This is an optimization exercise on Yosys and OpenROAD, whose aim is small area, not a production implementation.
The RTL was checked by simulation tests, not by an equivalence proof against the original design.
Power and IR drop assume default switching activity.

==> job 2549 <==
==> flow/design.v <==
package bin_pkg;
  localparam int unsigned LANES = 8;
  localparam int unsigned PIX_W = 12;
endpackage
module bin_line_buf #(
  parameter int unsigned DEPTH = 60,
  parameter int unsigned DW    = 52
) (
  input  logic          clk,
  input  logic          en,
  input  logic          en_n,
  input  logic          tgl,
  input  logic [DW-1:0] din,
  output logic [DW-1:0] dout
);
  localparam int unsigned N = DEPTH * DW;
  logic [N-1:0] s;
  logic [N-1:0] prev;
  assign prev = {s[N-DW-1:0], din ^ {DW{tgl}}};
  always_ff @(posedge clk) begin
    s <= ~((prev | {N{en_n}}) & (s | {N{en}}));
  end
  assign dout = s[N-1 -: DW] ^ {DW{tgl}};
endmodule
module bin2x2_reduce (
  input  logic         clk,
  input  logic         rst,
  input  logic [95:0]  in_data,
  input  logic         in_valid,
  input  logic         in_sof,
  output logic         in_ready,
  output logic [47:0]  out_data,
  output logic         out_valid,
  output logic         out_eol,
  input  logic         out_ready,
  output logic         sof_err
);
  localparam int unsigned PW = bin_pkg::PIX_W;
  logic       odd_q, odd_d;
  logic [5:0] col_q;
  logic       accept, eff_odd, last;
  logic [5:0] eff_col;
  logic [4*(PW+1)-1:0] h_cur, h_even;
  logic [47:0] bin_pix;
  logic       even_q, out_idle_q;
  logic       accept_n;
  logic       tgl_q;
  assign in_ready = !odd_q || !out_valid || out_ready;
  assign accept   = in_valid && in_ready;
  assign accept_n = !in_valid || (!even_q && !out_idle_q && !out_ready);
  assign eff_odd  = odd_q && !in_sof;
  assign eff_col  = in_sof ? 6'd0 : col_q;
  assign last     = (eff_col == 6'd59);
  assign odd_d    = last ? !eff_odd : eff_odd;
  always_comb begin
    for (int j = 0; j < 4; j++) begin
      logic [PW-1:0] a, b;
      logic [PW:0]   h, e, hc;
      logic [PW+1:0] vc;
      logic [PW+1:0] v;
      a = in_data[2*j*PW +: PW];
      b = in_data[(2*j+1)*PW +: PW];
      e = h_even[j*(PW+1) +: PW+1];
      hc[0] = 1'b0;
      for (int i = 0; i < PW; i++) begin
        h[i]    = a[i] ^ b[i] ^ hc[i];
        hc[i+1] = (a[i] & b[i]) | (hc[i] & (a[i] ^ b[i]));
      end
      h[PW] = hc[PW];
      vc[0] = 1'b0;
      for (int i = 0; i < PW + 1; i++) begin
        v[i]    = e[i] ^ h[i] ^ vc[i];
        vc[i+1] = (e[i] & h[i]) | (vc[i] & (e[i] ^ h[i]));
      end
      v[PW+1] = vc[PW+1];
      h_cur[j*(PW+1) +: PW+1] = h;
      bin_pix[j*PW +: PW]     = v[PW+1:2];
    end
  end
  bin_line_buf #(
    .DEPTH (60),
    .DW    (4 * (PW + 1))
  ) u_line_buf (
    .clk  (clk),
    .en   (accept),
    .en_n (accept_n),
    .tgl  (tgl_q),
    .din  (h_cur),
    .dout (h_even)
  );
  always_ff @(posedge clk) begin
    if (rst) begin
      tgl_q <= 1'b0;
    end else begin
      tgl_q <= !tgl_q;
    end
  end
  always_ff @(posedge clk) begin
    if (rst) begin
      odd_q      <= 1'b0;
      even_q     <= 1'b1;
      col_q      <= '0;
      out_valid  <= 1'b0;
      out_idle_q <= 1'b1;
      out_eol    <= 1'b0;
      sof_err    <= 1'b0;
    end else begin
      if (accept) begin
        odd_q  <= odd_d;
        even_q <= !odd_d;
        col_q  <= last ? 6'd0 : eff_col + 6'd1;
        if (in_sof && (odd_q || col_q != '0)) begin
          sof_err <= 1'b1;
        end
      end
      if (accept && eff_odd) begin
        out_valid  <= 1'b1;
        out_idle_q <= 1'b0;
        out_eol    <= last;
      end else if (out_ready) begin
        out_valid  <= 1'b0;
        out_idle_q <= 1'b1;
        out_eol    <= 1'b0;
      end
    end
  end
  always_ff @(posedge clk) begin
    if (accept && eff_odd) begin
      out_data <= bin_pix;
    end
  end
endmodule
==> flow/run.sh <==
#!/bin/bash
# synth_recipe.tcl (not shown) runs the flow's synth.tcl, then flattens the netlist and writes it again
# the make line also repeats each setting of config.mk as NAME=value (left out here)
make -C /OpenROAD-flow-scripts/flow DESIGN_CONFIG=/design/flow/config.mk WORK_HOME=/design/flow/orfs CLKGATE_MAP_FILE= SYNTH_SCRIPT=/design/flow/synth_recipe.tcl finish
==> flow/config.mk <==
export PLATFORM = sky130hd
export DESIGN_NAME = bin2x2_reduce
export DESIGN_NICKNAME = bin2x2_reduce
export VERILOG_FILES = /design/flow/design.v
export SDC_FILE = /design/flow/constraint.sdc
export NUM_CORES = 4
export LEC_CHECK = 0
export ABC_AREA = 1
export CAP_MARGIN = 20
export CORE_MARGIN = 2
export CORE_UTILIZATION = 60
export CTS_CLUSTER_DIAMETER = 100
export CTS_CLUSTER_SIZE = 30
export SLEW_MARGIN = 20
==> flow/constraint.sdc <==
create_clock -name core_clock -period 7.0 [get_ports {clk}]
set_input_delay 1.4000 -clock core_clock [delete_from_list [all_inputs] [get_ports {clk}]]
set_output_delay 1.4000 -clock core_clock [all_outputs]
set_load 0.01 [all_outputs]
==> job 6188 (differences from job 2549) <==
==> flow/design.v, changed modules only <==
module bin2x2_reduce (
  input  logic         clk,
  input  logic         rst,
  input  logic [95:0]  in_data,
  input  logic         in_valid,
  input  logic         in_sof,
  output logic         in_ready,
  output logic [47:0]  out_data,
  output logic         out_valid,
  output logic         out_eol,
  input  logic         out_ready,
  output logic         sof_err
);
  localparam int unsigned PW = bin_pkg::PIX_W;
  logic       odd_q, odd_d;
  logic [5:0] col_q;
  logic       accept, eff_odd, last;
  logic [5:0] eff_col;
  logic [4*(PW+1)-1:0] h_cur, h_even;
  logic [47:0] bin_pix;
  logic       even_q, out_idle_q;
  logic       accept_n;
  logic       tgl_q;
  assign in_ready = !odd_q || !out_valid || out_ready;
  assign accept   = in_valid && in_ready;
  assign accept_n = !in_valid || (!even_q && !out_idle_q && !out_ready);
  assign eff_odd  = odd_q && !in_sof;
  assign eff_col  = in_sof ? 6'd0 : col_q;
  assign last     = (eff_col == 6'd59);
  assign odd_d    = last ? !eff_odd : eff_odd;
  always_comb begin
    for (int j = 0; j < 4; j++) begin
      logic [PW:0]   h;
      logic [PW+1:0] v;
      h = {1'b0, in_data[2*j*PW +: PW]} + {1'b0, in_data[(2*j+1)*PW +: PW]};
      v = {1'b0, h_even[j*(PW+1) +: PW+1]} + {1'b0, h};
      h_cur[j*(PW+1) +: PW+1] = h;
      bin_pix[j*PW +: PW]     = v[PW+1:2];
    end
  end
  bin_line_buf #(
    .DEPTH (60),
    .DW    (4 * (PW + 1))
  ) u_line_buf (
    .clk  (clk),
    .en   (accept),
    .en_n (accept_n),
    .tgl  (tgl_q),
    .din  (h_cur),
    .dout (h_even)
  );
  always_ff @(posedge clk) begin
    if (rst) begin
      tgl_q <= 1'b0;
    end else begin
      tgl_q <= !tgl_q;
    end
  end
  always_ff @(posedge clk) begin
    if (rst) begin
      odd_q      <= 1'b0;
      even_q     <= 1'b1;
      col_q      <= '0;
      out_valid  <= 1'b0;
      out_idle_q <= 1'b1;
      out_eol    <= 1'b0;
      sof_err    <= 1'b0;
    end else begin
      if (accept) begin
        odd_q  <= odd_d;
        even_q <= !odd_d;
        col_q  <= last ? 6'd0 : eff_col + 6'd1;
        if (in_sof && (odd_q || col_q != '0)) begin
          sof_err <= 1'b1;
        end
      end
      if (accept && eff_odd) begin
        out_valid  <= 1'b1;
        out_idle_q <= 1'b0;
        out_eol    <= last;
      end else if (out_ready) begin
        out_valid  <= 1'b0;
        out_idle_q <= 1'b1;
        out_eol    <= 1'b0;
      end
    end
  end
  always_ff @(posedge clk) begin
    if (accept && eff_odd) begin
      out_data <= bin_pix;
    end
  end
endmodule
CORE_UTILIZATION = 40   (was 60)
CTS_CLUSTER_DIAMETER = not set   (was 100)
CTS_CLUSTER_SIZE = not set   (was 30)
==> job 2717 (differences from job 2549) <==
CORE_UTILIZATION = 40   (was 60)
CTS_CLUSTER_DIAMETER = not set   (was 100)
CTS_CLUSTER_SIZE = not set   (was 30)
==> comparison table <==
quantity	job 2549	job 6188	job 2717
Critical Path Most Common Cell	sky130_fd_sc_hd__fa_2	sky130_fd_sc_hd__clkdlybuf4s50_1	sky130_fd_sc_hd__fa_2
Area of all placed cells without fillers	0.0960 sq mm	0.107 sq mm	0.105 sq mm
Outcome	finished clean	finished clean	finished clean
Static power due to leakage	35.6 nW	41.1 nW	39.3 nW
Via count of the first global-routing pass	49,143	59,282	53,300
Net count after synthesis	7,629	8,411	7,629
Pre-CTS setup slack	-0.997 ns	2.15 ns	-0.819 ns
Sequential element share of the synthesized area	70.6%	68.3%	70.6%
Post-Synthesis Cells	7,431	8,209	7,431
Slew Limit Headroom	27.1%	30.1%	23.8%
Plain + repair buffers	277	224	277
Portion of the clock cycle consumed by the worst path in the final layout	97.8%	59.2%	98.0%
Combinational cell power	3.24 mW	4.06 mW	3.27 mW
Area after detailed placement	0.0929 sq mm	0.0967 sq mm	0.0942 sq mm
Critical Path Start	in_data[36]	out_ready	in_data[72]
Post-cts resize count	2	0	0
Count of multi-input combinational gates	3,415	4,170	3,415
Tot Pwr	34.1 mW	43.7 mW	42.8 mW
Register-to-register path setup slack	1.06 ns	3.93 ns	0.87 ns
P&R area growth vs syn	5.59%	14.2%	15.1%
Xor and xnor area share after synthesis	0.867%	1.18%	0.867%
Post-route setup slack	0.157 ns	2.86 ns	0.138 ns
Die extent in y	393 um	489 um	481 um
Fraction of met2 tracks used by global routing	25.3%	26.4%	19.0%
Post-Synth Simple-Gate Area	0.422%	3.18%	0.422%
Routed length per instance	16.9 um	16.7 um	15.5 um
Count of standard-cell rows	142	177	175

==> port drivers added, routing unchanged <==
The flow's constraints put no driver on any port. The routed layouts listed below were extracted and timed again, unchanged, in two steps.
Step 1: set_driving_cell puts a clkbuf_16 on clk and a buf_2 on each other input, an assumption about the parent block.
Step 2 moves the port delays by t, midway between the first and last clock arrival at a register: inputs arrive t later, outputs are due t later. That takes back most of the time a late clock gives input paths.
Three values: no drivers, after step 1, after step 2; two values: the first two.
run	t, ns	setup slack, ns	pins driven straight from the clock port
job 2549	0.835	0.157 / 0.216 / -0.618	1
job 6188	0.984	2.857 / 2.816 / 2.139	1
job 2717	0.991	0.138 / 0.209 / -0.782	1
With both steps, setup timing fails in job 2549 and job 2717, where it was met with ideal ports. The setup slack of job 2717, which loses most, moves by +0.071 ns with the drivers and by -0.920 ns with both steps.
